This is an optimization exercise on Yosys and OpenROAD, whose aim is small area and a short achievable clock period, not a production implementation. Where RTL was checked, it was by simulation tests only, not by an equivalence proof against the original. The RTL of run 2 was laid out without a check of its function.

==> flow/design.v, too long to show whole: its modules and the start of the top module <==
// module pem_frame_seq: 73 lines
// module lockin_and2: 3 lines
// module lockin_addr_gate: 3 lines
// module lockin_mixer: 28 lines
// module lockin_mac: 595 lines
// module lockin_resolve: 154 lines
// module lockin_fa: 4 lines
// module lockin_fa_fast: 4 lines
// module lockin_xor: 3 lines
// module lockin_ha: 4 lines
// module lockin_chan: 53 lines
// module frame_accum: 41 lines
// module lockin_top: 57 lines
module lockin_top (
  input  wire                          alg_clk,
  input  wire                          alg_rst_n,
  input  wire                          search_end,
  input  wire                          pem_posedge,
  input  wire [16-1:0]   ref_dat,
  input  wire                          ref_dat_valid,
  input  wire [16-1:0]     wave_sine,
  input  wire [16-1:0]     wave_cosine,
  output wire                          wave_req,
  output wire [9-1:0]     wave_addr,
  output wire                          buf_refresh,
  output wire [40-1:0]      i_sum,
  output wire [40-1:0]      q_sum,
  output wire                          sum_valid
);
  // ...
==> flow/run.sh <==
#!/bin/bash
# synth_recipe.tcl (not shown) runs the flow's synth.tcl, then flattens the netlist and writes it again
# the make line also repeats each setting of config.mk as NAME=value (left out here)
make -C /OpenROAD-flow-scripts/flow DESIGN_CONFIG=/design/flow/config.mk WORK_HOME=/design/flow/orfs CLKGATE_MAP_FILE= SYNTH_SCRIPT=/design/flow/synth_recipe.tcl finish
==> flow/config.mk <==
export PLATFORM = sky130hd
export DESIGN_NAME = lockin_top
export DESIGN_NICKNAME = lockin_top
export VERILOG_FILES = /design/flow/design.v
export SDC_FILE = /design/flow/constraint.sdc
export NUM_CORES = 4
export LEC_CHECK = 0
export ABC_CLOCK_PERIOD_IN_PS = 3500
export CAP_MARGIN = 20
export CORE_MARGIN = 2
export CORE_UTILIZATION = 65
export CTS_CLUSTER_DIAMETER = 150
export CTS_CLUSTER_SIZE = 30
export SETUP_SLACK_MARGIN = 3.6
export SLEW_MARGIN = 20
export SYNTH_HIERARCHICAL = 1
==> flow/constraint.sdc <==
create_clock -name core_clock -period 7.0 [get_ports {alg_clk}]
set_input_delay 1.4000 -clock core_clock [delete_from_list [all_inputs] [get_ports {alg_clk}]]
set_output_delay 1.4000 -clock core_clock [all_outputs]
set_load 0.01 [all_outputs]
==> flow_summary.json, run 1 <==
{
  "status": "no timing/DRC/antenna violations",
  "clk_pin_slew_worst_paths_ns": 0.12,
  "clock_sinks": 327,
  "worstSetupStartpointType": "register",
  "detailroute.via_count": 15740,
  "netlist.top_cell.by_area": "sky130_fd_sc_hd__dfxtp_1",
  "hold-worst-slack_ns": 0.3573,
  "cp_cell_sequence": "buf_4 -> buf_4 -> nor2b_2 -> fa_1 -> fa_1 -> fa_1 -> xor2_1 -> xor2_1 -> xor2_2 -> mux2_4",
  "worst_path_class_setup": "register to register",
  "synth-seq-cells": 327,
  "yosysWarnings": 10,
  "dominant_kind_of_cell": "multi-input gates",
  "globalRouteTotalUtil_pct": 27.42,
  "most-common-layout-cells": "sky130_fd_sc_hd__xnor2_1 (281), sky130_fd_sc_hd__fa_1 (272), sky130_fd_sc_hd__dfxtp_1 (240), sky130_fd_sc_hd__a22oi_1 (237), sky130_fd_sc_hd__ha_1 (160)",
  "synth.top_cells.by_count": "sky130_fd_sc_hd__dfxtp_1 (310), sky130_fd_sc_hd__xnor2_1 (283), sky130_fd_sc_hd__fa_1 (274)",
  "antenna_cells": 0,
  "rrSetupSlack_ns": 3.61,
  "cts_hold_bufs": 0,
  "synthToLayoutAreaGrowth_pct": 6.333,
  "synth_adder_area_share_pct": 29.70,
  "timing.hold.worst.class": "register to register",
  "post_drt_via_cell_ratio": 5.716,
  "drc": 0,
  "clock_insertion_delay_worst_skew_ns": 0.55,
  "setup-violations-final": 0,
  "met2RoutedLength_um": 24660,
  "post-route-cell-area_sq_um": 26810,
  "tritoncts": "yes",
  "placementRows": 72,
  "resized_gates_after_cts": 103,
  "cts-root-to-sink-buffers": 3,
  "detail_route.iter0.violations": 987,
  "mostFrequentLayoutCell": "sky130_fd_sc_hd__xnor2_1",
  "nonClockBufferCount": 177,
  "globalplace.congestion": 0.8200,
  "critical_path.slowest_cell": "sky130_fd_sc_hd__fa_1",
  "dp_hpwl_um": 39770,
  "h_tree_levels": 1,
  "die_width_um": 200.9
}
==> module lockin_mac, before the edit <==
module lockin_mac (
  input  wire [7:0]  one,
  input  wire [7:0]  two,
  input  wire [7:0]  neg,
  input  wire [15:0] s,
  input  wire [64:0] st_in,
  output wire [64:0] st_out
);
  wire pp0_0 = (one[0] & s[0]) ^ neg[0];
  wire pp0_1 = ((one[0] & s[1]) | (two[0] & s[0])) ^ neg[0];
  wire pp0_2 = ((one[0] & s[2]) | (two[0] & s[1])) ^ neg[0];
  wire pp0_3 = ((one[0] & s[3]) | (two[0] & s[2])) ^ neg[0];
  wire pp0_4 = ((one[0] & s[4]) | (two[0] & s[3])) ^ neg[0];
  wire pp0_5 = ((one[0] & s[5]) | (two[0] & s[4])) ^ neg[0];
  wire pp0_6 = ((one[0] & s[6]) | (two[0] & s[5])) ^ neg[0];
  wire pp0_7 = ((one[0] & s[7]) | (two[0] & s[6])) ^ neg[0];
  wire pp0_8 = ((one[0] & s[8]) | (two[0] & s[7])) ^ neg[0];
  wire pp0_9 = ((one[0] & s[9]) | (two[0] & s[8])) ^ neg[0];
  wire pp0_10 = ((one[0] & s[10]) | (two[0] & s[9])) ^ neg[0];
  wire pp0_11 = ((one[0] & s[11]) | (two[0] & s[10])) ^ neg[0];
  wire pp0_12 = ((one[0] & s[12]) | (two[0] & s[11])) ^ neg[0];
  wire pp0_13 = ((one[0] & s[13]) | (two[0] & s[12])) ^ neg[0];
  wire pp0_14 = ((one[0] & s[14]) | (two[0] & s[13])) ^ neg[0];
  wire pp0_15 = ((one[0] & s[15]) | (two[0] & s[14])) ^ neg[0];
  wire pp0_16 = ((one[0] & s[15]) | (two[0] & s[15])) ^ neg[0];
  wire pp1_0 = (one[1] & s[0]) ^ neg[1];
  wire pp1_1 = ((one[1] & s[1]) | (two[1] & s[0])) ^ neg[1];
  wire pp1_2 = ((one[1] & s[2]) | (two[1] & s[1])) ^ neg[1];
  wire pp1_3 = ((one[1] & s[3]) | (two[1] & s[2])) ^ neg[1];
  wire pp1_4 = ((one[1] & s[4]) | (two[1] & s[3])) ^ neg[1];
  wire pp1_5 = ((one[1] & s[5]) | (two[1] & s[4])) ^ neg[1];
  wire pp1_6 = ((one[1] & s[6]) | (two[1] & s[5])) ^ neg[1];
  wire pp1_7 = ((one[1] & s[7]) | (two[1] & s[6])) ^ neg[1];
  wire pp1_8 = ((one[1] & s[8]) | (two[1] & s[7])) ^ neg[1];
  wire pp1_9 = ((one[1] & s[9]) | (two[1] & s[8])) ^ neg[1];
  wire pp1_10 = ((one[1] & s[10]) | (two[1] & s[9])) ^ neg[1];
  wire pp1_11 = ((one[1] & s[11]) | (two[1] & s[10])) ^ neg[1];
  wire pp1_12 = ((one[1] & s[12]) | (two[1] & s[11])) ^ neg[1];
  wire pp1_13 = ((one[1] & s[13]) | (two[1] & s[12])) ^ neg[1];
  wire pp1_14 = ((one[1] & s[14]) | (two[1] & s[13])) ^ neg[1];
  wire pp1_15 = ((one[1] & s[15]) | (two[1] & s[14])) ^ neg[1];
  wire pp1_16 = ((one[1] & s[15]) | (two[1] & s[15])) ^ neg[1];
  wire pp2_0 = (one[2] & s[0]) ^ neg[2];
  wire pp2_1 = ((one[2] & s[1]) | (two[2] & s[0])) ^ neg[2];
  wire pp2_2 = ((one[2] & s[2]) | (two[2] & s[1])) ^ neg[2];
  wire pp2_3 = ((one[2] & s[3]) | (two[2] & s[2])) ^ neg[2];
  wire pp2_4 = ((one[2] & s[4]) | (two[2] & s[3])) ^ neg[2];
  wire pp2_5 = ((one[2] & s[5]) | (two[2] & s[4])) ^ neg[2];
  wire pp2_6 = ((one[2] & s[6]) | (two[2] & s[5])) ^ neg[2];
  wire pp2_7 = ((one[2] & s[7]) | (two[2] & s[6])) ^ neg[2];
  wire pp2_8 = ((one[2] & s[8]) | (two[2] & s[7])) ^ neg[2];
  wire pp2_9 = ((one[2] & s[9]) | (two[2] & s[8])) ^ neg[2];
  wire pp2_10 = ((one[2] & s[10]) | (two[2] & s[9])) ^ neg[2];
  wire pp2_11 = ((one[2] & s[11]) | (two[2] & s[10])) ^ neg[2];
  wire pp2_12 = ((one[2] & s[12]) | (two[2] & s[11])) ^ neg[2];
  wire pp2_13 = ((one[2] & s[13]) | (two[2] & s[12])) ^ neg[2];
  wire pp2_14 = ((one[2] & s[14]) | (two[2] & s[13])) ^ neg[2];
  wire pp2_15 = ((one[2] & s[15]) | (two[2] & s[14])) ^ neg[2];
  wire pp2_16 = ((one[2] & s[15]) | (two[2] & s[15])) ^ neg[2];
  wire pp3_0 = (one[3] & s[0]) ^ neg[3];
  wire pp3_1 = ((one[3] & s[1]) | (two[3] & s[0])) ^ neg[3];
  wire pp3_2 = ((one[3] & s[2]) | (two[3] & s[1])) ^ neg[3];
  wire pp3_3 = ((one[3] & s[3]) | (two[3] & s[2])) ^ neg[3];
  wire pp3_4 = ((one[3] & s[4]) | (two[3] & s[3])) ^ neg[3];
  wire pp3_5 = ((one[3] & s[5]) | (two[3] & s[4])) ^ neg[3];
  wire pp3_6 = ((one[3] & s[6]) | (two[3] & s[5])) ^ neg[3];
  wire pp3_7 = ((one[3] & s[7]) | (two[3] & s[6])) ^ neg[3];
  wire pp3_8 = ((one[3] & s[8]) | (two[3] & s[7])) ^ neg[3];
  wire pp3_9 = ((one[3] & s[9]) | (two[3] & s[8])) ^ neg[3];
  wire pp3_10 = ((one[3] & s[10]) | (two[3] & s[9])) ^ neg[3];
  wire pp3_11 = ((one[3] & s[11]) | (two[3] & s[10])) ^ neg[3];
  wire pp3_12 = ((one[3] & s[12]) | (two[3] & s[11])) ^ neg[3];
  wire pp3_13 = ((one[3] & s[13]) | (two[3] & s[12])) ^ neg[3];
  wire pp3_14 = ((one[3] & s[14]) | (two[3] & s[13])) ^ neg[3];
  wire pp3_15 = ((one[3] & s[15]) | (two[3] & s[14])) ^ neg[3];
  wire pp3_16 = ((one[3] & s[15]) | (two[3] & s[15])) ^ neg[3];
  wire pp4_0 = (one[4] & s[0]) ^ neg[4];
  wire pp4_1 = ((one[4] & s[1]) | (two[4] & s[0])) ^ neg[4];
  wire pp4_2 = ((one[4] & s[2]) | (two[4] & s[1])) ^ neg[4];
  wire pp4_3 = ((one[4] & s[3]) | (two[4] & s[2])) ^ neg[4];
  wire pp4_4 = ((one[4] & s[4]) | (two[4] & s[3])) ^ neg[4];
  wire pp4_5 = ((one[4] & s[5]) | (two[4] & s[4])) ^ neg[4];
  wire pp4_6 = ((one[4] & s[6]) | (two[4] & s[5])) ^ neg[4];
  wire pp4_7 = ((one[4] & s[7]) | (two[4] & s[6])) ^ neg[4];
  wire pp4_8 = ((one[4] & s[8]) | (two[4] & s[7])) ^ neg[4];
  wire pp4_9 = ((one[4] & s[9]) | (two[4] & s[8])) ^ neg[4];
  wire pp4_10 = ((one[4] & s[10]) | (two[4] & s[9])) ^ neg[4];
  wire pp4_11 = ((one[4] & s[11]) | (two[4] & s[10])) ^ neg[4];
  wire pp4_12 = ((one[4] & s[12]) | (two[4] & s[11])) ^ neg[4];
  wire pp4_13 = ((one[4] & s[13]) | (two[4] & s[12])) ^ neg[4];
  wire pp4_14 = ((one[4] & s[14]) | (two[4] & s[13])) ^ neg[4];
  wire pp4_15 = ((one[4] & s[15]) | (two[4] & s[14])) ^ neg[4];
  wire pp4_16 = ((one[4] & s[15]) | (two[4] & s[15])) ^ neg[4];
  wire pp5_0 = (one[5] & s[0]) ^ neg[5];
  wire pp5_1 = ((one[5] & s[1]) | (two[5] & s[0])) ^ neg[5];
  wire pp5_2 = ((one[5] & s[2]) | (two[5] & s[1])) ^ neg[5];
  wire pp5_3 = ((one[5] & s[3]) | (two[5] & s[2])) ^ neg[5];
  wire pp5_4 = ((one[5] & s[4]) | (two[5] & s[3])) ^ neg[5];
  wire pp5_5 = ((one[5] & s[5]) | (two[5] & s[4])) ^ neg[5];
  wire pp5_6 = ((one[5] & s[6]) | (two[5] & s[5])) ^ neg[5];
  wire pp5_7 = ((one[5] & s[7]) | (two[5] & s[6])) ^ neg[5];
  wire pp5_8 = ((one[5] & s[8]) | (two[5] & s[7])) ^ neg[5];
  wire pp5_9 = ((one[5] & s[9]) | (two[5] & s[8])) ^ neg[5];
  wire pp5_10 = ((one[5] & s[10]) | (two[5] & s[9])) ^ neg[5];
  wire pp5_11 = ((one[5] & s[11]) | (two[5] & s[10])) ^ neg[5];
  wire pp5_12 = ((one[5] & s[12]) | (two[5] & s[11])) ^ neg[5];
  wire pp5_13 = ((one[5] & s[13]) | (two[5] & s[12])) ^ neg[5];
  wire pp5_14 = ((one[5] & s[14]) | (two[5] & s[13])) ^ neg[5];
  wire pp5_15 = ((one[5] & s[15]) | (two[5] & s[14])) ^ neg[5];
  wire pp5_16 = ((one[5] & s[15]) | (two[5] & s[15])) ^ neg[5];
  wire pp6_0 = (one[6] & s[0]) ^ neg[6];
  wire pp6_1 = ((one[6] & s[1]) | (two[6] & s[0])) ^ neg[6];
  wire pp6_2 = ((one[6] & s[2]) | (two[6] & s[1])) ^ neg[6];
  wire pp6_3 = ((one[6] & s[3]) | (two[6] & s[2])) ^ neg[6];
  wire pp6_4 = ((one[6] & s[4]) | (two[6] & s[3])) ^ neg[6];
  wire pp6_5 = ((one[6] & s[5]) | (two[6] & s[4])) ^ neg[6];
  wire pp6_6 = ((one[6] & s[6]) | (two[6] & s[5])) ^ neg[6];
  wire pp6_7 = ((one[6] & s[7]) | (two[6] & s[6])) ^ neg[6];
  wire pp6_8 = ((one[6] & s[8]) | (two[6] & s[7])) ^ neg[6];
  wire pp6_9 = ((one[6] & s[9]) | (two[6] & s[8])) ^ neg[6];
  wire pp6_10 = ((one[6] & s[10]) | (two[6] & s[9])) ^ neg[6];
  wire pp6_11 = ((one[6] & s[11]) | (two[6] & s[10])) ^ neg[6];
  wire pp6_12 = ((one[6] & s[12]) | (two[6] & s[11])) ^ neg[6];
  wire pp6_13 = ((one[6] & s[13]) | (two[6] & s[12])) ^ neg[6];
  wire pp6_14 = ((one[6] & s[14]) | (two[6] & s[13])) ^ neg[6];
  wire pp6_15 = ((one[6] & s[15]) | (two[6] & s[14])) ^ neg[6];
  wire pp6_16 = ((one[6] & s[15]) | (two[6] & s[15])) ^ neg[6];
  wire pp7_0 = (one[7] & s[0]) ^ neg[7];
  wire pp7_1 = ((one[7] & s[1]) | (two[7] & s[0])) ^ neg[7];
  wire pp7_2 = ((one[7] & s[2]) | (two[7] & s[1])) ^ neg[7];
  wire pp7_3 = ((one[7] & s[3]) | (two[7] & s[2])) ^ neg[7];
  wire pp7_4 = ((one[7] & s[4]) | (two[7] & s[3])) ^ neg[7];
  wire pp7_5 = ((one[7] & s[5]) | (two[7] & s[4])) ^ neg[7];
  wire pp7_6 = ((one[7] & s[6]) | (two[7] & s[5])) ^ neg[7];
  wire pp7_7 = ((one[7] & s[7]) | (two[7] & s[6])) ^ neg[7];
  wire pp7_8 = ((one[7] & s[8]) | (two[7] & s[7])) ^ neg[7];
  wire pp7_9 = ((one[7] & s[9]) | (two[7] & s[8])) ^ neg[7];
  wire pp7_10 = ((one[7] & s[10]) | (two[7] & s[9])) ^ neg[7];
  wire pp7_11 = ((one[7] & s[11]) | (two[7] & s[10])) ^ neg[7];
  wire pp7_12 = ((one[7] & s[12]) | (two[7] & s[11])) ^ neg[7];
  wire pp7_13 = ((one[7] & s[13]) | (two[7] & s[12])) ^ neg[7];
  wire pp7_14 = ((one[7] & s[14]) | (two[7] & s[13])) ^ neg[7];
  wire pp7_15 = ((one[7] & s[15]) | (two[7] & s[14])) ^ neg[7];
  wire pp7_16 = ((one[7] & s[15]) | (two[7] & s[15])) ^ neg[7];
  wire hs0, hc0;
  lockin_ha u_hs0 (.a(neg[0]), .b(st_in[0]), .s(hs0), .co(hc0));
  wire hs1, hc1;
  lockin_ha u_hs1 (.a(st_in[1]), .b(hc0), .s(hs1), .co(hc1));
  wire fs0, fc0;
  lockin_fa u_fs0 (.a(neg[1]), .b(st_in[2]), .c(pp0_2), .s(fs0), .co(fc0));
  wire hs2, hc2;
  lockin_ha u_hs2 (.a(pp1_0), .b(hc1), .s(hs2), .co(hc2));
  wire fs1, fc1;
  lockin_fa u_fs1 (.a(st_in[3]), .b(pp0_3), .c(pp1_1), .s(fs1), .co(fc1));
  wire hs3, hc3;
  lockin_ha u_hs3 (.a(hc2), .b(fc0), .s(hs3), .co(hc3));
  wire fs2, fc2;
  lockin_fa u_fs2 (.a(neg[2]), .b(st_in[4]), .c(pp0_4), .s(fs2), .co(fc2));
  wire fs3, fc3;
  lockin_fa u_fs3 (.a(pp1_2), .b(pp2_0), .c(fc1), .s(fs3), .co(fc3));
  wire hs4, hc4;
  lockin_ha u_hs4 (.a(fs2), .b(hc3), .s(hs4), .co(hc4));
  wire fs4, fc4;
  lockin_fa u_fs4 (.a(st_in[5]), .b(pp0_5), .c(pp1_3), .s(fs4), .co(fc4));
  wire fs5, fc5;
  lockin_fa u_fs5 (.a(pp2_1), .b(fc2), .c(fs4), .s(fs5), .co(fc5));
  wire hs5, hc5;
  lockin_ha u_hs5 (.a(hc4), .b(fc3), .s(hs5), .co(hc5));
  wire fs6, fc6;
  lockin_fa u_fs6 (.a(neg[3]), .b(st_in[6]), .c(pp0_6), .s(fs6), .co(fc6));
  wire fs7, fc7;
  lockin_fa u_fs7 (.a(pp1_4), .b(pp2_2), .c(pp3_0), .s(fs7), .co(fc7));
  wire fs8, fc8;
  lockin_fa u_fs8 (.a(fc4), .b(fs6), .c(fs7), .s(fs8), .co(fc8));
  wire hs6, hc6;
  lockin_ha u_hs6 (.a(fc5), .b(hc5), .s(hs6), .co(hc6));
  wire fs9, fc9;
  lockin_fa u_fs9 (.a(st_in[7]), .b(pp0_7), .c(pp1_5), .s(fs9), .co(fc9));
  wire fs10, fc10;
  lockin_fa u_fs10 (.a(pp2_3), .b(pp3_1), .c(fc6), .s(fs10), .co(fc10));
  wire fs11, fc11;
  lockin_fa u_fs11 (.a(fc7), .b(fs9), .c(fs10), .s(fs11), .co(fc11));
  wire hs7, hc7;
  lockin_ha u_hs7 (.a(fc8), .b(hc6), .s(hs7), .co(hc7));
  wire fs12, fc12;
  lockin_fa u_fs12 (.a(neg[4]), .b(st_in[8]), .c(st_in[9]), .s(fs12), .co(fc12));
  wire fs13, fc13;
  lockin_fa u_fs13 (.a(st_in[10]), .b(pp0_8), .c(pp1_6), .s(fs13), .co(fc13));
  wire fs14, fc14;
  lockin_fa u_fs14 (.a(pp2_4), .b(pp3_2), .c(pp4_0), .s(fs14), .co(fc14));
  wire fs15, fc15;
  lockin_fa u_fs15 (.a(fs12), .b(fc9), .c(fs13), .s(fs15), .co(fc15));
  wire fs16, fc16;
  lockin_fa u_fs16 (.a(fs14), .b(fc10), .c(fs15), .s(fs16), .co(fc16));
  wire hs8, hc8;
  lockin_ha u_hs8 (.a(fc11), .b(hc7), .s(hs8), .co(hc8));
  wire fs17, fc17;
  lockin_fa u_fs17 (.a(st_in[11]), .b(st_in[12]), .c(pp0_9), .s(fs17), .co(fc17));
  wire fs18, fc18;
  lockin_fa u_fs18 (.a(pp1_7), .b(pp2_5), .c(pp3_3), .s(fs18), .co(fc18));
  wire fs19, fc19;
  lockin_fa u_fs19 (.a(pp4_1), .b(fc12), .c(fc13), .s(fs19), .co(fc19));
  wire fs20, fc20;
  lockin_fa u_fs20 (.a(fc14), .b(fs17), .c(fs18), .s(fs20), .co(fc20));
  wire fs21, fc21;
  lockin_fa u_fs21 (.a(fs19), .b(fc15), .c(fs20), .s(fs21), .co(fc21));
  wire hs9, hc9;
  lockin_ha u_hs9 (.a(fc16), .b(fs21), .s(hs9), .co(hc9));
  wire fs22, fc22;
  lockin_fa u_fs22 (.a(neg[5]), .b(st_in[13]), .c(st_in[14]), .s(fs22), .co(fc22));
  wire fs23, fc23;
  lockin_fa u_fs23 (.a(pp0_10), .b(pp1_8), .c(pp2_6), .s(fs23), .co(fc23));
  wire fs24, fc24;
  lockin_fa u_fs24 (.a(pp3_4), .b(pp4_2), .c(pp5_0), .s(fs24), .co(fc24));
  wire fs25, fc25;
  lockin_fa u_fs25 (.a(fs22), .b(fc17), .c(fc18), .s(fs25), .co(fc25));
  wire fs26, fc26;
  lockin_fa u_fs26 (.a(fs23), .b(fs24), .c(fc19), .s(fs26), .co(fc26));
  wire fs27, fc27;
  wire fp28;
  lockin_xor u_fp28 (.a(fs25), .b(fc20), .y(fp28));
  lockin_fa_fast u_fs27 (.p(fp28), .a(fs25), .c(fs26), .s(fs27), .co(fc27));
  wire hs10, hc10;
  lockin_ha u_hs10 (.a(fc21), .b(fs27), .s(hs10), .co(hc10));
  wire fs28, fc28;
  lockin_fa u_fs28 (.a(st_in[15]), .b(st_in[16]), .c(pp0_11), .s(fs28), .co(fc28));
  wire fs29, fc29;
  lockin_fa u_fs29 (.a(pp1_9), .b(pp2_7), .c(pp3_5), .s(fs29), .co(fc29));
  wire fs30, fc30;
  lockin_fa u_fs30 (.a(pp4_3), .b(pp5_1), .c(fc22), .s(fs30), .co(fc30));
  wire fs31, fc31;
  lockin_fa u_fs31 (.a(fc23), .b(fc24), .c(fs28), .s(fs31), .co(fc31));
  wire fs32, fc32;
  lockin_fa u_fs32 (.a(fs29), .b(fs30), .c(fc25), .s(fs32), .co(fc32));
  wire fs33, fc33;
  wire fp34;
  lockin_xor u_fp34 (.a(fs31), .b(fc26), .y(fp34));
  lockin_fa_fast u_fs33 (.p(fp34), .a(fs31), .c(fs32), .s(fs33), .co(fc33));
  wire hs11, hc11;
  lockin_ha u_hs11 (.a(fc27), .b(fs33), .s(hs11), .co(hc11));
  wire fs34, fc34;
  lockin_fa u_fs34 (.a(neg[6]), .b(st_in[17]), .c(st_in[18]), .s(fs34), .co(fc34));
  wire fs35, fc35;
  lockin_fa u_fs35 (.a(pp0_12), .b(pp1_10), .c(pp2_8), .s(fs35), .co(fc35));
  wire fs36, fc36;
  lockin_fa u_fs36 (.a(pp3_6), .b(pp4_4), .c(pp5_2), .s(fs36), .co(fc36));
  wire fs37, fc37;
  lockin_fa u_fs37 (.a(pp6_0), .b(fs34), .c(fc28), .s(fs37), .co(fc37));
  wire fs38, fc38;
  lockin_fa u_fs38 (.a(fc29), .b(fc30), .c(fs35), .s(fs38), .co(fc38));
  wire fs39, fc39;
  lockin_fa u_fs39 (.a(fs36), .b(fs37), .c(fc31), .s(fs39), .co(fc39));
  wire fs40, fc40;
  wire fp41;
  lockin_xor u_fp41 (.a(fs38), .b(fc32), .y(fp41));
  lockin_fa_fast u_fs40 (.p(fp41), .a(fs38), .c(fs39), .s(fs40), .co(fc40));
  wire hs12, hc12;
  lockin_ha u_hs12 (.a(fs40), .b(fc33), .s(hs12), .co(hc12));
  wire fs41, fc41;
  lockin_fa u_fs41 (.a(st_in[19]), .b(st_in[20]), .c(pp0_13), .s(fs41), .co(fc41));
  wire fs42, fc42;
  lockin_fa u_fs42 (.a(pp1_11), .b(pp2_9), .c(pp3_7), .s(fs42), .co(fc42));
  wire fs43, fc43;
  lockin_fa u_fs43 (.a(pp4_5), .b(pp5_3), .c(pp6_1), .s(fs43), .co(fc43));
  wire fs44, fc44;
  lockin_fa u_fs44 (.a(fc34), .b(fc35), .c(fc36), .s(fs44), .co(fc44));
  wire fs45, fc45;
  lockin_fa u_fs45 (.a(fs41), .b(fs42), .c(fs43), .s(fs45), .co(fc45));
  wire fs46, fc46;
  lockin_fa u_fs46 (.a(fc37), .b(fs44), .c(fc38), .s(fs46), .co(fc46));
  wire fs47, fc47;
  wire fp48;
  lockin_xor u_fp48 (.a(fs45), .b(fc39), .y(fp48));
  lockin_fa_fast u_fs47 (.p(fp48), .a(fs45), .c(fs46), .s(fs47), .co(fc47));
  wire hs13, hc13;
  lockin_ha u_hs13 (.a(fs47), .b(fc40), .s(hs13), .co(hc13));
  wire fs48, fc48;
  lockin_fa u_fs48 (.a(neg[7]), .b(st_in[21]), .c(st_in[22]), .s(fs48), .co(fc48));
  wire fs49, fc49;
  lockin_fa u_fs49 (.a(pp0_14), .b(pp1_12), .c(pp2_10), .s(fs49), .co(fc49));
  wire fs50, fc50;
  lockin_fa u_fs50 (.a(pp3_8), .b(pp4_6), .c(pp5_4), .s(fs50), .co(fc50));
  wire fs51, fc51;
  lockin_fa u_fs51 (.a(pp6_2), .b(pp7_0), .c(fs48), .s(fs51), .co(fc51));
  wire fs52, fc52;
  lockin_fa u_fs52 (.a(fc41), .b(fc42), .c(fc43), .s(fs52), .co(fc52));
  wire fs53, fc53;
  lockin_fa u_fs53 (.a(fs49), .b(fs50), .c(fs51), .s(fs53), .co(fc53));
  wire fs54, fc54;
  lockin_fa u_fs54 (.a(fc44), .b(fs52), .c(fc45), .s(fs54), .co(fc54));
  wire fs55, fc55;
  wire fp56;
  lockin_xor u_fp56 (.a(fs53), .b(fc46), .y(fp56));
  lockin_fa_fast u_fs55 (.p(fp56), .a(fs53), .c(fs54), .s(fs55), .co(fc55));
  wire hs14, hc14;
  lockin_ha u_hs14 (.a(fs55), .b(fc47), .s(hs14), .co(hc14));
  wire fs56, fc56;
  lockin_fa u_fs56 (.a(st_in[23]), .b(st_in[24]), .c(pp0_15), .s(fs56), .co(fc56));
  wire fs57, fc57;
  lockin_fa u_fs57 (.a(pp1_13), .b(pp2_11), .c(pp3_9), .s(fs57), .co(fc57));
  wire fs58, fc58;
  lockin_fa u_fs58 (.a(pp4_7), .b(pp5_5), .c(pp6_3), .s(fs58), .co(fc58));
  wire fs59, fc59;
  lockin_fa u_fs59 (.a(pp7_1), .b(fc48), .c(fc49), .s(fs59), .co(fc59));
  wire fs60, fc60;
  lockin_fa u_fs60 (.a(fc50), .b(fs56), .c(fs57), .s(fs60), .co(fc60));
  wire fs61, fc61;
  lockin_fa u_fs61 (.a(fs58), .b(fc51), .c(fc52), .s(fs61), .co(fc61));
  wire fs62, fc62;
  wire fp63;
  lockin_xor u_fp63 (.a(fs59), .b(fs60), .y(fp63));
  lockin_fa_fast u_fs62 (.p(fp63), .a(fs59), .c(fc53), .s(fs62), .co(fc62));
  wire fs63, fc63;
  wire fp64;
  lockin_xor u_fp64 (.a(fc54), .b(fs61), .y(fp64));
  lockin_fa_fast u_fs63 (.p(fp64), .a(fc54), .c(fs62), .s(fs63), .co(fc63));
  wire hs15, hc15;
  lockin_ha u_hs15 (.a(fs63), .b(fc55), .s(hs15), .co(hc15));
  wire fs64, fc64;
  lockin_fa u_fs64 (.a(1'b1), .b(st_in[25]), .c(st_in[26]), .s(fs64), .co(fc64));
  wire fs65, fc65;
  lockin_fa u_fs65 (.a(~pp0_16), .b(pp1_14), .c(pp2_12), .s(fs65), .co(fc65));
  wire fs66, fc66;
  lockin_fa u_fs66 (.a(pp3_10), .b(pp4_8), .c(pp5_6), .s(fs66), .co(fc66));
  wire fs67, fc67;
  lockin_fa u_fs67 (.a(pp6_4), .b(pp7_2), .c(fs64), .s(fs67), .co(fc67));
  wire fs68, fc68;
  lockin_fa u_fs68 (.a(fc56), .b(fc57), .c(fc58), .s(fs68), .co(fc68));
  wire fs69, fc69;
  lockin_fa u_fs69 (.a(fs65), .b(fs66), .c(fs67), .s(fs69), .co(fc69));
  wire fs70, fc70;
  lockin_fa u_fs70 (.a(fc59), .b(fs68), .c(fc60), .s(fs70), .co(fc70));
  wire fs71, fc71;
  wire fp72;
  lockin_xor u_fp72 (.a(fs69), .b(fc61), .y(fp72));
  lockin_fa_fast u_fs71 (.p(fp72), .a(fs69), .c(fs70), .s(fs71), .co(fc71));
  wire fs72, fc72;
  wire fp73;
  lockin_xor u_fp73 (.a(fc62), .b(fs71), .y(fp73));
  lockin_fa_fast u_fs72 (.p(fp73), .a(fc62), .c(fc63), .s(fs72), .co(fc72));
  wire fs73, fc73;
  lockin_fa u_fs73 (.a(1'b1), .b(st_in[27]), .c(st_in[28]), .s(fs73), .co(fc73));
  wire fs74, fc74;
  lockin_fa u_fs74 (.a(pp1_15), .b(pp2_13), .c(pp3_11), .s(fs74), .co(fc74));
  wire fs75, fc75;
  lockin_fa u_fs75 (.a(pp4_9), .b(pp5_7), .c(pp6_5), .s(fs75), .co(fc75));
  wire fs76, fc76;
  lockin_fa u_fs76 (.a(pp7_3), .b(fc64), .c(fs73), .s(fs76), .co(fc76));
  wire fs77, fc77;
  lockin_fa u_fs77 (.a(fc65), .b(fc66), .c(fs74), .s(fs77), .co(fc77));
  wire fs78, fc78;
  lockin_fa u_fs78 (.a(fs75), .b(fc67), .c(fs76), .s(fs78), .co(fc78));
  wire fs79, fc79;
  wire fp80;
  lockin_xor u_fp80 (.a(fc68), .b(fs77), .y(fp80));
  lockin_fa_fast u_fs79 (.p(fp80), .a(fc68), .c(fc69), .s(fs79), .co(fc79));
  wire fs80, fc80;
  wire fp81;
  lockin_xor u_fp81 (.a(fs78), .b(fc70), .y(fp81));
  lockin_fa_fast u_fs80 (.p(fp81), .a(fs78), .c(fs79), .s(fs80), .co(fc80));
  wire hs16, hc16;
  lockin_ha u_hs16 (.a(fs80), .b(fc71), .s(hs16), .co(hc16));
  wire fs81, fc81;
  lockin_fa u_fs81 (.a(st_in[29]), .b(st_in[30]), .c(~pp1_16), .s(fs81), .co(fc81));
  wire fs82, fc82;
  lockin_fa u_fs82 (.a(pp2_14), .b(pp3_12), .c(pp4_10), .s(fs82), .co(fc82));
  wire fs83, fc83;
  lockin_fa u_fs83 (.a(pp5_8), .b(pp6_6), .c(pp7_4), .s(fs83), .co(fc83));
  wire fs84, fc84;
  lockin_fa u_fs84 (.a(fc73), .b(fc74), .c(fc75), .s(fs84), .co(fc84));
  wire fs85, fc85;
  lockin_fa u_fs85 (.a(fs81), .b(fs82), .c(fs83), .s(fs85), .co(fc85));
  wire fs86, fc86;
  lockin_fa u_fs86 (.a(fc76), .b(fs84), .c(fc77), .s(fs86), .co(fc86));
  wire fs87, fc87;
  wire fp88;
  lockin_xor u_fp88 (.a(fs85), .b(fc78), .y(fp88));
  lockin_fa_fast u_fs87 (.p(fp88), .a(fs85), .c(fs86), .s(fs87), .co(fc87));
  wire fs88, fc88;
  wire fp89;
  lockin_xor u_fp89 (.a(fc79), .b(fs87), .y(fp89));
  lockin_fa_fast u_fs88 (.p(fp89), .a(fc79), .c(fc80), .s(fs88), .co(fc88));
  wire fs89, fc89;
  lockin_fa u_fs89 (.a(1'b1), .b(st_in[31]), .c(st_in[32]), .s(fs89), .co(fc89));
  wire fs90, fc90;
  lockin_fa u_fs90 (.a(pp2_15), .b(pp3_13), .c(pp4_11), .s(fs90), .co(fc90));
  wire fs91, fc91;
  lockin_fa u_fs91 (.a(pp5_9), .b(pp6_7), .c(pp7_5), .s(fs91), .co(fc91));
  wire fs92, fc92;
  lockin_fa u_fs92 (.a(fs89), .b(fc81), .c(fc82), .s(fs92), .co(fc92));
  wire fs93, fc93;
  lockin_fa u_fs93 (.a(fc83), .b(fs90), .c(fs91), .s(fs93), .co(fc93));
  wire fs94, fc94;
  lockin_fa u_fs94 (.a(fc84), .b(fs92), .c(fc85), .s(fs94), .co(fc94));
  wire fs95, fc95;
  wire fp96;
  lockin_xor u_fp96 (.a(fs93), .b(fc86), .y(fp96));
  lockin_fa_fast u_fs95 (.p(fp96), .a(fs93), .c(fs94), .s(fs95), .co(fc95));
  wire hs17, hc17;
  lockin_ha u_hs17 (.a(fc87), .b(fs95), .s(hs17), .co(hc17));
  wire fs96, fc96;
  lockin_fa u_fs96 (.a(st_in[33]), .b(st_in[34]), .c(~pp2_16), .s(fs96), .co(fc96));
  wire fs97, fc97;
  lockin_fa u_fs97 (.a(pp3_14), .b(pp4_12), .c(pp5_10), .s(fs97), .co(fc97));
  wire fs98, fc98;
  lockin_fa u_fs98 (.a(pp6_8), .b(pp7_6), .c(fc89), .s(fs98), .co(fc98));
  wire fs99, fc99;
  lockin_fa u_fs99 (.a(fc90), .b(fc91), .c(fs96), .s(fs99), .co(fc99));
  wire fs100, fc100;
  lockin_fa u_fs100 (.a(fs97), .b(fs98), .c(fc92), .s(fs100), .co(fc100));
  wire fs101, fc101;
  wire fp102;
  lockin_xor u_fp102 (.a(fc93), .b(fs99), .y(fp102));
  lockin_fa_fast u_fs101 (.p(fp102), .a(fc93), .c(fc94), .s(fs101), .co(fc101));
  wire fs102, fc102;
  wire fp103;
  lockin_xor u_fp103 (.a(fs100), .b(fs101), .y(fp103));
  lockin_fa_fast u_fs102 (.p(fp103), .a(fs100), .c(fc95), .s(fs102), .co(fc102));
  wire fs103, fc103;
  lockin_fa u_fs103 (.a(1'b1), .b(st_in[35]), .c(st_in[36]), .s(fs103), .co(fc103));
  wire fs104, fc104;
  lockin_fa u_fs104 (.a(pp3_15), .b(pp4_13), .c(pp5_11), .s(fs104), .co(fc104));
  wire fs105, fc105;
  lockin_fa u_fs105 (.a(pp6_9), .b(pp7_7), .c(fs103), .s(fs105), .co(fc105));
  wire fs106, fc106;
  lockin_fa u_fs106 (.a(fc96), .b(fc97), .c(fc98), .s(fs106), .co(fc106));
  wire fs107, fc107;
  lockin_fa u_fs107 (.a(fs104), .b(fs105), .c(fc99), .s(fs107), .co(fc107));
  wire fs108, fc108;
  wire fp109;
  lockin_xor u_fp109 (.a(fs106), .b(fc100), .y(fp109));
  lockin_fa_fast u_fs108 (.p(fp109), .a(fs106), .c(fs107), .s(fs108), .co(fc108));
  wire hs18, hc18;
  lockin_ha u_hs18 (.a(fc101), .b(fs108), .s(hs18), .co(hc18));
  wire fs109, fc109;
  lockin_fa u_fs109 (.a(st_in[37]), .b(st_in[38]), .c(~pp3_16), .s(fs109), .co(fc109));
  wire fs110, fc110;
  lockin_fa u_fs110 (.a(pp4_14), .b(pp5_12), .c(pp6_10), .s(fs110), .co(fc110));
  wire fs111, fc111;
  lockin_fa u_fs111 (.a(pp7_8), .b(fc103), .c(fc104), .s(fs111), .co(fc111));
  wire fs112, fc112;
  lockin_fa u_fs112 (.a(fs109), .b(fs110), .c(fc105), .s(fs112), .co(fc112));
  wire fs113, fc113;
  wire fp114;
  lockin_xor u_fp114 (.a(fc106), .b(fs111), .y(fp114));
  lockin_fa_fast u_fs113 (.p(fp114), .a(fc106), .c(fs112), .s(fs113), .co(fc113));
  wire fs114, fc114;
  wire fp115;
  lockin_xor u_fp115 (.a(fs113), .b(fc107), .y(fp115));
  lockin_fa_fast u_fs114 (.p(fp115), .a(fs113), .c(fc108), .s(fs114), .co(fc114));
  wire fs115, fc115;
  lockin_fa u_fs115 (.a(1'b1), .b(st_in[39]), .c(st_in[40]), .s(fs115), .co(fc115));
  wire fs116, fc116;
  lockin_fa u_fs116 (.a(pp4_15), .b(pp5_13), .c(pp6_11), .s(fs116), .co(fc116));
  wire fs117, fc117;
  lockin_fa u_fs117 (.a(pp7_9), .b(fs115), .c(fc109), .s(fs117), .co(fc117));
  wire fs118, fc118;
  lockin_fa u_fs118 (.a(fc110), .b(fs116), .c(fc111), .s(fs118), .co(fc118));
  wire fs119, fc119;
  wire fp120;
  lockin_xor u_fp120 (.a(fs117), .b(fc112), .y(fp120));
  lockin_fa_fast u_fs119 (.p(fp120), .a(fs117), .c(fs118), .s(fs119), .co(fc119));
  wire hs19, hc19;
  lockin_ha u_hs19 (.a(fc113), .b(fs119), .s(hs19), .co(hc19));
  wire fs120, fc120;
  lockin_fa u_fs120 (.a(st_in[41]), .b(st_in[42]), .c(~pp4_16), .s(fs120), .co(fc120));
  wire fs121, fc121;
  lockin_fa u_fs121 (.a(pp5_14), .b(pp6_12), .c(pp7_10), .s(fs121), .co(fc121));
  wire fs122, fc122;
  lockin_fa u_fs122 (.a(fc115), .b(fc116), .c(fs120), .s(fs122), .co(fc122));
  wire fs123, fc123;
  lockin_fa u_fs123 (.a(fs121), .b(fc117), .c(fs122), .s(fs123), .co(fc123));
  wire fs124, fc124;
  wire fp125;
  lockin_xor u_fp125 (.a(fc118), .b(fs123), .y(fp125));
  lockin_fa_fast u_fs124 (.p(fp125), .a(fc118), .c(fc119), .s(fs124), .co(fc124));
  wire fs125, fc125;
  lockin_fa u_fs125 (.a(1'b1), .b(st_in[43]), .c(st_in[44]), .s(fs125), .co(fc125));
  wire fs126, fc126;
  lockin_fa u_fs126 (.a(pp5_15), .b(pp6_13), .c(pp7_11), .s(fs126), .co(fc126));
  wire fs127, fc127;
  lockin_fa u_fs127 (.a(fs125), .b(fc120), .c(fc121), .s(fs127), .co(fc127));
  wire fs128, fc128;
  lockin_fa u_fs128 (.a(fs126), .b(fs127), .c(fc122), .s(fs128), .co(fc128));
  wire hs20, hc20;
  lockin_ha u_hs20 (.a(fc123), .b(fs128), .s(hs20), .co(hc20));
  wire fs129, fc129;
  lockin_fa u_fs129 (.a(st_in[45]), .b(st_in[46]), .c(~pp5_16), .s(fs129), .co(fc129));
  wire fs130, fc130;
  lockin_fa u_fs130 (.a(pp6_14), .b(pp7_12), .c(fc125), .s(fs130), .co(fc130));
  wire fs131, fc131;
  lockin_fa u_fs131 (.a(fc126), .b(fs129), .c(fs130), .s(fs131), .co(fc131));
  wire fs132, fc132;
  wire fp133;
  lockin_xor u_fp133 (.a(fc127), .b(fs131), .y(fp133));
  lockin_fa_fast u_fs132 (.p(fp133), .a(fc127), .c(fc128), .s(fs132), .co(fc132));
  wire fs133, fc133;
  lockin_fa u_fs133 (.a(1'b1), .b(st_in[47]), .c(st_in[48]), .s(fs133), .co(fc133));
  wire fs134, fc134;
  lockin_fa u_fs134 (.a(pp6_15), .b(pp7_13), .c(fs133), .s(fs134), .co(fc134));
  wire fs135, fc135;
  lockin_fa u_fs135 (.a(fc129), .b(fc130), .c(fs134), .s(fs135), .co(fc135));
  wire hs21, hc21;
  lockin_ha u_hs21 (.a(fc131), .b(fs135), .s(hs21), .co(hc21));
  wire fs136, fc136;
  lockin_fa u_fs136 (.a(st_in[49]), .b(st_in[50]), .c(~pp6_16), .s(fs136), .co(fc136));
  wire fs137, fc137;
  lockin_fa u_fs137 (.a(pp7_14), .b(fc133), .c(fs136), .s(fs137), .co(fc137));
  wire fs138, fc138;
  wire fp139;
  lockin_xor u_fp139 (.a(fc134), .b(fs137), .y(fp139));
  lockin_fa_fast u_fs138 (.p(fp139), .a(fc134), .c(fc135), .s(fs138), .co(fc138));
  wire fs139, fc139;
  lockin_fa u_fs139 (.a(1'b1), .b(st_in[51]), .c(st_in[52]), .s(fs139), .co(fc139));
  wire fs140, fc140;
  lockin_fa u_fs140 (.a(pp7_15), .b(fs139), .c(fc136), .s(fs140), .co(fc140));
  wire hs22, hc22;
  lockin_ha u_hs22 (.a(fs140), .b(fc137), .s(hs22), .co(hc22));
  wire fs141, fc141;
  lockin_fa u_fs141 (.a(st_in[53]), .b(st_in[54]), .c(~pp7_16), .s(fs141), .co(fc141));
  wire fs142, fc142;
  lockin_fa u_fs142 (.a(fc139), .b(fs141), .c(fc140), .s(fs142), .co(fc142));
  wire fs143, fc143;
  lockin_fa u_fs143 (.a(1'b1), .b(st_in[55]), .c(st_in[56]), .s(fs143), .co(fc143));
  wire hs23, hc23;
  lockin_ha u_hs23 (.a(fs143), .b(fc141), .s(hs23), .co(hc23));
  wire fs144, fc144;
  lockin_fa u_fs144 (.a(1'b1), .b(st_in[57]), .c(fc143), .s(fs144), .co(fc144));
  wire hs24, hc24;
  lockin_ha u_hs24 (.a(1'b1), .b(st_in[58]), .s(hs24), .co(hc24));
  wire hs25, hc25;
  lockin_ha u_hs25 (.a(1'b1), .b(st_in[59]), .s(hs25), .co(hc25));
  wire hs26, hc26;
  lockin_ha u_hs26 (.a(1'b1), .b(st_in[60]), .s(hs26), .co(hc26));
  wire hs27, hc27;
  lockin_ha u_hs27 (.a(1'b1), .b(st_in[61]), .s(hs27), .co(hc27));
  wire hs28, hc28;
  lockin_ha u_hs28 (.a(1'b1), .b(st_in[62]), .s(hs28), .co(hc28));
  wire hs29, hc29;
  lockin_ha u_hs29 (.a(1'b1), .b(st_in[63]), .s(hs29), .co(hc29));
  wire hs30, hc30;
  lockin_ha u_hs30 (.a(1'b1), .b(st_in[64]), .s(hs30), .co(hc30));
  wire [39:0] ra = {hc29, hc28, hc27, hc26, hc25, hc24, fc144, hc23, fc142, hc22, fc138, hc21, fc132, hc20, fc124, hc19, fc114, hc18, fc102, hc17, fc88, hc16, fc72, hc15, hc14, hc13, hc12, hc11, hc10, hc9, hc8, fs16, fs11, fs8, fs5, fs3, fs1, fs0, pp0_1, pp0_0};
  wire [39:0] rb = {hs30, hs29, hs28, hs27, hs26, hs25, hs24, fs144, hs23, fs142, hs22, fs138, hs21, fs132, hs20, fs124, hs19, fs114, hs18, fs102, hs17, fs88, hs16, fs72, hs15, hs14, hs13, hs12, hs11, hs10, hs9, hs8, hs7, hs6, hs5, hs4, hs3, hs2, hs1, hs0};
  assign st_out[8:0] = {1'b0, ra[7:0]} + {1'b0, rb[7:0]};
  assign st_out[9] = ra[8];
  assign st_out[10] = rb[8];
  assign st_out[11] = ra[9];
  assign st_out[12] = rb[9];
  assign st_out[13] = ra[10];
  assign st_out[14] = rb[10];
  assign st_out[15] = ra[11];
  assign st_out[16] = rb[11];
  assign st_out[17] = ra[12];
  assign st_out[18] = rb[12];
  assign st_out[19] = ra[13];
  assign st_out[20] = rb[13];
  assign st_out[21] = ra[14];
  assign st_out[22] = rb[14];
  assign st_out[23] = ra[15];
  assign st_out[24] = rb[15];
  assign st_out[25] = ra[16];
  assign st_out[26] = rb[16];
  assign st_out[27] = ra[17];
  assign st_out[28] = rb[17];
  assign st_out[29] = ra[18];
  assign st_out[30] = rb[18];
  assign st_out[31] = ra[19];
  assign st_out[32] = rb[19];
  assign st_out[33] = ra[20];
  assign st_out[34] = rb[20];
  assign st_out[35] = ra[21];
  assign st_out[36] = rb[21];
  assign st_out[37] = ra[22];
  assign st_out[38] = rb[22];
  assign st_out[39] = ra[23];
  assign st_out[40] = rb[23];
  assign st_out[41] = ra[24];
  assign st_out[42] = rb[24];
  assign st_out[43] = ra[25];
  assign st_out[44] = rb[25];
  assign st_out[45] = ra[26];
  assign st_out[46] = rb[26];
  assign st_out[47] = ra[27];
  assign st_out[48] = rb[27];
  assign st_out[49] = ra[28];
  assign st_out[50] = rb[28];
  assign st_out[51] = ra[29];
  assign st_out[52] = rb[29];
  assign st_out[53] = ra[30];
  assign st_out[54] = rb[30];
  assign st_out[55] = ra[31];
  assign st_out[56] = rb[31];
  assign st_out[64:57] = ra[39:32] + rb[39:32];
endmodule
==> run 2, diff against run 1 <==
--- a/flow/design.v
+++ b/flow/design.v
@@ -429,8 +429,8 @@
   lockin_fa_fast u_fs63 (.p(fp64), .a(fc54), .c(fs62), .s(fs63), .co(fc63));
   wire hs15, hc15;
   lockin_ha u_hs15 (.a(fs63), .b(fc55), .s(hs15), .co(hc15));
-  wire fs64, fc64;
-  lockin_fa u_fs64 (.a(1'b1), .b(st_in[25]), .c(st_in[26]), .s(fs64), .co(fc64));
+  wire fs64 = ~(st_in[25] ^ st_in[26]);
+  wire fc64 = st_in[25] | st_in[26];
   wire fs65, fc65;
   lockin_fa u_fs65 (.a(~pp0_16), .b(pp1_14), .c(pp2_12), .s(fs65), .co(fc65));
   wire fs66, fc66;
@@ -451,8 +451,8 @@
   wire fp73;
   lockin_xor u_fp73 (.a(fc62), .b(fs71), .y(fp73));
   lockin_fa_fast u_fs72 (.p(fp73), .a(fc62), .c(fc63), .s(fs72), .co(fc72));
-  wire fs73, fc73;
-  lockin_fa u_fs73 (.a(1'b1), .b(st_in[27]), .c(st_in[28]), .s(fs73), .co(fc73));
+  wire fs73 = ~(st_in[27] ^ st_in[28]);
+  wire fc73 = st_in[27] | st_in[28];
   wire fs74, fc74;
   lockin_fa u_fs74 (.a(pp1_15), .b(pp2_13), .c(pp3_11), .s(fs74), .co(fc74));
   wire fs75, fc75;
@@ -493,8 +493,8 @@
   wire fp89;
   lockin_xor u_fp89 (.a(fc79), .b(fs87), .y(fp89));
   lockin_fa_fast u_fs88 (.p(fp89), .a(fc79), .c(fc80), .s(fs88), .co(fc88));
-  wire fs89, fc89;
-  lockin_fa u_fs89 (.a(1'b1), .b(st_in[31]), .c(st_in[32]), .s(fs89), .co(fc89));
+  wire fs89 = ~(st_in[31] ^ st_in[32]);
+  wire fc89 = st_in[31] | st_in[32];
   wire fs90, fc90;
   lockin_fa u_fs90 (.a(pp2_15), .b(pp3_13), .c(pp4_11), .s(fs90), .co(fc90));
   wire fs91, fc91;
@@ -529,8 +529,8 @@
   wire fp103;
   lockin_xor u_fp103 (.a(fs100), .b(fs101), .y(fp103));
   lockin_fa_fast u_fs102 (.p(fp103), .a(fs100), .c(fc95), .s(fs102), .co(fc102));
-  wire fs103, fc103;
-  lockin_fa u_fs103 (.a(1'b1), .b(st_in[35]), .c(st_in[36]), .s(fs103), .co(fc103));
+  wire fs103 = ~(st_in[35] ^ st_in[36]);
+  wire fc103 = st_in[35] | st_in[36];
   wire fs104, fc104;
   lockin_fa u_fs104 (.a(pp3_15), .b(pp4_13), .c(pp5_11), .s(fs104), .co(fc104));
   wire fs105, fc105;
@@ -561,8 +561,8 @@
   wire fp115;
   lockin_xor u_fp115 (.a(fs113), .b(fc107), .y(fp115));
   lockin_fa_fast u_fs114 (.p(fp115), .a(fs113), .c(fc108), .s(fs114), .co(fc114));
-  wire fs115, fc115;
-  lockin_fa u_fs115 (.a(1'b1), .b(st_in[39]), .c(st_in[40]), .s(fs115), .co(fc115));
+  wire fs115 = ~(st_in[39] ^ st_in[40]);
+  wire fc115 = st_in[39] | st_in[40];
   wire fs116, fc116;
   lockin_fa u_fs116 (.a(pp4_15), .b(pp5_13), .c(pp6_11), .s(fs116), .co(fc116));
   wire fs117, fc117;
@@ -587,8 +587,8 @@
   wire fp125;
   lockin_xor u_fp125 (.a(fc118), .b(fs123), .y(fp125));
   lockin_fa_fast u_fs124 (.p(fp125), .a(fc118), .c(fc119), .s(fs124), .co(fc124));
-  wire fs125, fc125;
-  lockin_fa u_fs125 (.a(1'b1), .b(st_in[43]), .c(st_in[44]), .s(fs125), .co(fc125));
+  wire fs125 = ~(st_in[43] ^ st_in[44]);
+  wire fc125 = st_in[43] | st_in[44];
   wire fs126, fc126;
   lockin_fa u_fs126 (.a(pp5_15), .b(pp6_13), .c(pp7_11), .s(fs126), .co(fc126));
   wire fs127, fc127;
@@ -607,8 +607,8 @@
   wire fp133;
   lockin_xor u_fp133 (.a(fc127), .b(fs131), .y(fp133));
   lockin_fa_fast u_fs132 (.p(fp133), .a(fc127), .c(fc128), .s(fs132), .co(fc132));
-  wire fs133, fc133;
-  lockin_fa u_fs133 (.a(1'b1), .b(st_in[47]), .c(st_in[48]), .s(fs133), .co(fc133));
+  wire fs133 = ~(st_in[47] ^ st_in[48]);
+  wire fc133 = st_in[47] | st_in[48];
   wire fs134, fc134;
   lockin_fa u_fs134 (.a(pp6_15), .b(pp7_13), .c(fs133), .s(fs134), .co(fc134));
   wire fs135, fc135;
@@ -623,8 +623,8 @@
   wire fp139;
   lockin_xor u_fp139 (.a(fc134), .b(fs137), .y(fp139));
   lockin_fa_fast u_fs138 (.p(fp139), .a(fc134), .c(fc135), .s(fs138), .co(fc138));
-  wire fs139, fc139;
-  lockin_fa u_fs139 (.a(1'b1), .b(st_in[51]), .c(st_in[52]), .s(fs139), .co(fc139));
+  wire fs139 = ~(st_in[51] ^ st_in[52]);
+  wire fc139 = st_in[51] | st_in[52];
   wire fs140, fc140;
   lockin_fa u_fs140 (.a(pp7_15), .b(fs139), .c(fc136), .s(fs140), .co(fc140));
   wire hs22, hc22;
@@ -633,26 +633,26 @@
   lockin_fa u_fs141 (.a(st_in[53]), .b(st_in[54]), .c(~pp7_16), .s(fs141), .co(fc141));
   wire fs142, fc142;
   lockin_fa u_fs142 (.a(fc139), .b(fs141), .c(fc140), .s(fs142), .co(fc142));
-  wire fs143, fc143;
-  lockin_fa u_fs143 (.a(1'b1), .b(st_in[55]), .c(st_in[56]), .s(fs143), .co(fc143));
+  wire fs143 = ~(st_in[55] ^ st_in[56]);
+  wire fc143 = st_in[55] | st_in[56];
   wire hs23, hc23;
   lockin_ha u_hs23 (.a(fs143), .b(fc141), .s(hs23), .co(hc23));
-  wire fs144, fc144;
-  lockin_fa u_fs144 (.a(1'b1), .b(st_in[57]), .c(fc143), .s(fs144), .co(fc144));
-  wire hs24, hc24;
-  lockin_ha u_hs24 (.a(1'b1), .b(st_in[58]), .s(hs24), .co(hc24));
-  wire hs25, hc25;
-  lockin_ha u_hs25 (.a(1'b1), .b(st_in[59]), .s(hs25), .co(hc25));
-  wire hs26, hc26;
-  lockin_ha u_hs26 (.a(1'b1), .b(st_in[60]), .s(hs26), .co(hc26));
-  wire hs27, hc27;
-  lockin_ha u_hs27 (.a(1'b1), .b(st_in[61]), .s(hs27), .co(hc27));
-  wire hs28, hc28;
-  lockin_ha u_hs28 (.a(1'b1), .b(st_in[62]), .s(hs28), .co(hc28));
-  wire hs29, hc29;
-  lockin_ha u_hs29 (.a(1'b1), .b(st_in[63]), .s(hs29), .co(hc29));
-  wire hs30, hc30;
-  lockin_ha u_hs30 (.a(1'b1), .b(st_in[64]), .s(hs30), .co(hc30));
+  wire fs144 = ~(st_in[57] ^ fc143);
+  wire fc144 = st_in[57] | fc143;
+  wire hs24 = ~st_in[58];
+  wire hc24 = st_in[58];
+  wire hs25 = ~st_in[59];
+  wire hc25 = st_in[59];
+  wire hs26 = ~st_in[60];
+  wire hc26 = st_in[60];
+  wire hs27 = ~st_in[61];
+  wire hc27 = st_in[61];
+  wire hs28 = ~st_in[62];
+  wire hc28 = st_in[62];
+  wire hs29 = ~st_in[63];
+  wire hc29 = st_in[63];
+  wire hs30 = ~st_in[64];
+  wire hc30 = st_in[64];
   wire [39:0] ra = {hc29, hc28, hc27, hc26, hc25, hc24, fc144, hc23, fc142, hc22, fc138, hc21, fc132, hc20, fc124, hc19, fc114, hc18, fc102, hc17, fc88, hc16, fc72, hc15, hc14, hc13, hc12, hc11, hc10, hc9, hc8, fs16, fs11, fs8, fs5, fs3, fs1, fs0, pp0_1, pp0_0};
   wire [39:0] rb = {hs30, hs29, hs28, hs27, hs26, hs25, hs24, fs144, hs23, fs142, hs22, fs138, hs21, fs132, hs20, fs124, hs19, fs114, hs18, fs102, hs17, fs88, hs16, fs72, hs15, hs14, hs13, hs12, hs11, hs10, hs9, hs8, hs7, hs6, hs5, hs4, hs3, hs2, hs1, hs0};
   assign st_out[8:0] = {1'b0, ra[7:0]} + {1'b0, rb[7:0]};
==> flow/flow/run.sh (new file) <==
#!/bin/bash
# The standard layout, with the port buffers made from the smallest buffer
# cell instead of the default choice.  Everything else is the standard flow's own flow.
set -e
cp standard.sh standard_copy.log
export BUFFER_PORTS_ARGS="-buffer_cell sky130_fd_sc_hd__buf_1"
bash standard.sh > standard.log 2>&1
==> flow/standard.sh (new file) <==
#!/bin/bash
# synth_recipe.tcl (not shown) runs the flow's synth.tcl, then flattens the netlist and writes it again
# the make line also repeats each setting of config.mk as NAME=value (left out here)
make -C /OpenROAD-flow-scripts/flow DESIGN_CONFIG=/design/flow/config.mk WORK_HOME=/design/flow/orfs CLKGATE_MAP_FILE= SYNTH_SCRIPT=/design/flow/synth_recipe.tcl "${@:-finish}"
--- a/flow/config.mk
+++ b/flow/config.mk
@@ -9,8 +9,6 @@
 export CAP_MARGIN = 20
 export CORE_MARGIN = 2
 export CORE_UTILIZATION = 65
-export CTS_CLUSTER_DIAMETER = 150
-export CTS_CLUSTER_SIZE = 30
 export SETUP_SLACK_MARGIN = 3.6
 export SLEW_MARGIN = 20
 export SYNTH_HIERARCHICAL = 1
removed: flow/run.sh
==> run 2 against run 1 <==
Compared with the run above: first-iteration DRC count rose by 14%; clock skew grew 0.00075 ns; critical path type is now primary input to output port; highest routed layer unchanged.
==> flow_summary.json, run 2 <==
{
  "cap_viol_max_count": 0,
  "mostFrequentLayoutCell": "sky130_fd_sc_hd__xnor2_1",
  "dp_hpwl_um": 38630,
  "fin_crit_ns": 3.343,
  "design.core.area_sq_um": 38470,
  "clock_insertion_delay_worst_skew_ns": 0.57,
  "worstSetupStartpointType": "primary input",
  "min_to": "u_accum.u_chan_i.sum[0]",
  "drt-pass1-iter-count": 6,
  "numCtsBuffers": 38,
  "maxClockFrequency_mhz": 299.1,
  "final.setup.tns_ns": 0,
  "h_tree_levels": 2,
  "critical_path.slowest_cell": "sky130_fd_sc_hd__buf_4",
  "worst_path_class_setup": "primary input to output port",
  "timing.rr.end": "u_accum.u_chan_q.st[27]",
  "antenna_cells": 0,
  "crit_buf_inv": 2,
  "post_drt_via_cell_ratio": 5.725,
  "slew-limit-headroom_pct": 40.18,
  "detail_route.iter0.violations": 1122,
  "worstPathMaxFanout": 19,
  "hold_path.startpoint": "u_accum.u_chan_i.st[0]",
  "most-common-layout-cells": "sky130_fd_sc_hd__xnor2_1 (279), sky130_fd_sc_hd__fa_1 (253), sky130_fd_sc_hd__a22oi_1 (239), sky130_fd_sc_hd__dfxtp_1 (239), sky130_fd_sc_hd__ha_1 (166)",
  "buffer_ports.inserted": 144,
  "placementRows": 72,
  "predominant_post_synthesis_flop_cell": "sky130_fd_sc_hd__dfxtp_1",
  "placed_cell_area_sq_um": 24900,
  "worst-r2r-cell-count": 11,
  "crit-reg2reg-launch": "u_accum.u_chan_q.mul_clear",
  "cp_cell_sequence": "buf_4 -> and2_1 -> buf_1",
  "critical-path-top-delay-family": "buffers and inverters",
  "post_route_cells_drive_above_1_share_pct": 13.91,
  "tritoncts": "yes",
  "grt_start_max_net_pins": 34,
  "fin_worst_skew_ns": 0.02555,
  "globalRouteTotalUtil_pct": 27.76,
  "antenna_found_initial": 0,
  "post-route-cell-area_sq_um": 26690,
  "post_layout_nets": 2767,
  "slew_violations": 0,
  "cts-root-to-sink-buffers": 3,
  "synth_most_common_cell": "sky130_fd_sc_hd__dfxtp_1",
  "timing.critical_path.required_ns": 5.60,
  "avgSynthCellArea_sq_um": 10.71,
  "setup-violations-final": 0,
  "main_area_contributors_after_synthesis": "sky130_fd_sc_hd__dfxtp_1 (25%), sky130_fd_sc_hd__fa_1 (20%), sky130_fd_sc_hd__xnor2_1 (9.7%), sky130_fd_sc_hd__ha_1 (8.2%), sky130_fd_sc_hd__a22oi_1 (7.1%)",
  "critPathCaptureType": "output port",
  "synth.distinct_cells": 54,
  "die_width_um": 201.1,
  "detail_route.wl_per_cell_um": 19.29,
  "rrSetupSlack_ns": 3.67,
  "worst_slew_pin_slew_ns": 0.8972,
  "cts_hold_bufs": 0,
  "syn_inst": 2358,
  "fraction_of_synthesis_flops_using_an_asynchronous_set_or_reset_pin_pct": 5.199,
  "finalWirelength_um": 54790,
  "globalplace.congestion": 0.8548,
  "worst_setup_path_start": "pem_posedge",
  "reg_top3": "u_accum.u_chan_i.st: 65 flops, u_accum.u_chan_q.st: 65 flops",
  "synth-seq-area-share_pct": 26.26,
  "first_global_vias": 17220,
  "grt-ovfl-total": 0,
  "clock_sinks": 327,
  "drc": 0,
  "drt.antenna.violating_nets": 0,
  "status": "no timing/DRC/antenna violations",
  "synth-seq-cells": 327,
  "synth.top_cells.by_count": "sky130_fd_sc_hd__dfxtp_1 (310), sky130_fd_sc_hd__xnor2_1 (279), sky130_fd_sc_hd__fa_1 (254)",
  "wire_length_of_the_first_global_routing_pass_um": 89900,
  "timing.critical_path.arrival_ns": 1.94,
  "count_of_flip_flops_with_a_built_in_enable_after_synthesis": 0,
  "cts-root-buf": "sky130_fd_sc_hd__clkbuf_16",
  "timing.hold.worst.class": "register to register",
  "final_core_util_pct": 69.40,
  "max_stage_delay_ns": 0.22,
  "initial_utilization_pct": 65.65,
  "synthDominantCellAreaShare_pct": 24.58,
  "yosysWarnings": 10,
  "post-route-period-util_pct": 47.76,
  "hold-worst-slack_ns": 0.3448,
  "detailroute.via_count": 16260,
  "floorplan.io_pins": 145,
  "rsz0062_at_grt": "true",
  "hold_depth": 0,
  "finalHoldViolations": 0,
  "clk_pin_slew_worst_paths_ns": 0.06,
  "chipHeight_um": 201.1,
  "netlist_area_sq_um": 25250,
  "synthToLayoutAreaGrowth_pct": 5.713,
  "netlist.top_cell.by_area": "sky130_fd_sc_hd__dfxtp_1",
  "die_area_sq_um": 40440
}
==> run 2: final cells by class <==
class                   count  area, sq um
clock inverters            19        173.9
fillers                  2988        11770
clock buffers              49         1064
flip-flops and latches    327         6885
well taps                 518        648.1
multi-input cells        1602        16480
inverters                 158        593.1
repair buffers            167        850.8
==> run 2: how the worst max path moves through the flow <==
stage	to	slack (ns)	depth (start not counted)
after floorplan	u_accum.u_chan_i.st[27]	3.60	12
after global placement	u_accum.u_chan_i.st[24]	3.19	9
after detailed placement	u_accum.u_chan_q.st[27]	3.10	8
after CTS	u_accum.u_chan_i.st[27]	3.60	9
after global routing	u_accum.u_chan_q.sum[39]	3.57	11
final	buf_refresh	3.66	3
==> run 2: per-stage QoR <==
| stage | instances | setup WS (ns) |
|---|---|---|
| finish | 2840 | 3.657 |
| global route | 2840 | 3.565 |
| detailed placement | 2762 | 3.098 |
| CTS | 2834 | 3.600 |
| global placement | 2762 | 3.191 |
| floorplan | 2358 | 3.604 |
==> run 2: worst reg2reg max path, cell delays in order, from the launching register on <==
cell	delay, ns
sky130_fd_sc_hd__dfxtp_4	0.36
sky130_fd_sc_hd__buf_16	0.16
sky130_fd_sc_hd__nor2b_2	0.13
sky130_fd_sc_hd__inv_1	0.04
sky130_fd_sc_hd__ha_1	0.28
sky130_fd_sc_hd__inv_1	0.09
sky130_fd_sc_hd__fa_1	0.44
sky130_fd_sc_hd__fa_2	0.62
sky130_fd_sc_hd__xor2_2	0.22
sky130_fd_sc_hd__xor2_1	0.21
sky130_fd_sc_hd__xor2_1	0.32
sky130_fd_sc_hd__mux2_4	0.34
==> run 2: what timing repair did <==
action                                 in CTS  in global routing
endpoints found under the hold margin       0                  0
pin swaps                                   0                 11
gates resized for setup                   114                 49
setup endpoints to repair                  61                 21
setup buffers                               2                  4
gates cloned                                2                  2
==> run 2: cell families (layout without fill, tap and decap cells) <==
family | after synthesis | in the layout | share of synthesized area, %
flops | 327 | 327 | 26.26
mux | 48 | 48 | 2.814
simple gates | 329 | 329 | 8.171
compound gates | 389 | 389 | 11.07
xor+xnor | 416 | 416 | 14.43
fa+ha+maj | 420 | 420 | 28.36
buf+inv | 429 | 393 | 8.889
==> run 2: layer usage <==
metal | wire length (um) | up-vias | GRT usage, %
li1 | - | 7528 | -
met1 | 23370 | 8051 | 37.17
met3 | 3417 | 106 | 4.146
met2 | 26300 | 573 | 45.91
met4 | 1701 | 0 | 10.26
met5 | 0 | - | 0
==> run 2: Yosys stat by module (local to each module, per instance), a selection <==
module,cells inside,flip-flops and latches,area [sq um],times used
lockin_fa,1,0,20.02,224
lockin_and2,1,0,6.256,2
lockin_fa_fast,2,0,23.77,46
lockin_chan,254,146,3746,2
frame_accum,2,2,50.05,1
lockin_ha,1,0,12.51,48
lockin_mixer,37,19,518.0,1
pem_frame_seq,64,14,671.9,1
lockin_mac,525,0,3736,2
lockin_resolve,138,0,1176,2
lockin_addr_gate,1,0,11.26,9
lockin_xor,1,0,8.758,46

port drivers added, routing unchanged:
No port has a modelled driver above. Below, the same layouts with a new extraction and two added sets of constraints. Step 1, drivers: a clkbuf_16 drives alg_clk and a buf_2 each remaining input, both assumed. Step 2 moves the port delays by t, midway between the first and last clock arrival at a register: inputs arrive t later, outputs are due t later. That takes back most of the time a late clock gives input paths. Three values: no drivers, after step 1, after step 2; two values: the first two.
run	t (ns)	setup WS [ns]	worst data-port slew with drivers (ns)
run 1	0.591	3.612 / 3.612 / 3.612	0.06
run 2	0.619	3.657 / 3.634 / 3.634	0.03
After both steps setup and hold are still met in every run listed. The setup slack of run 2, which loses most, moves by -0.023 ns with the drivers and by -0.023 ns with both steps.
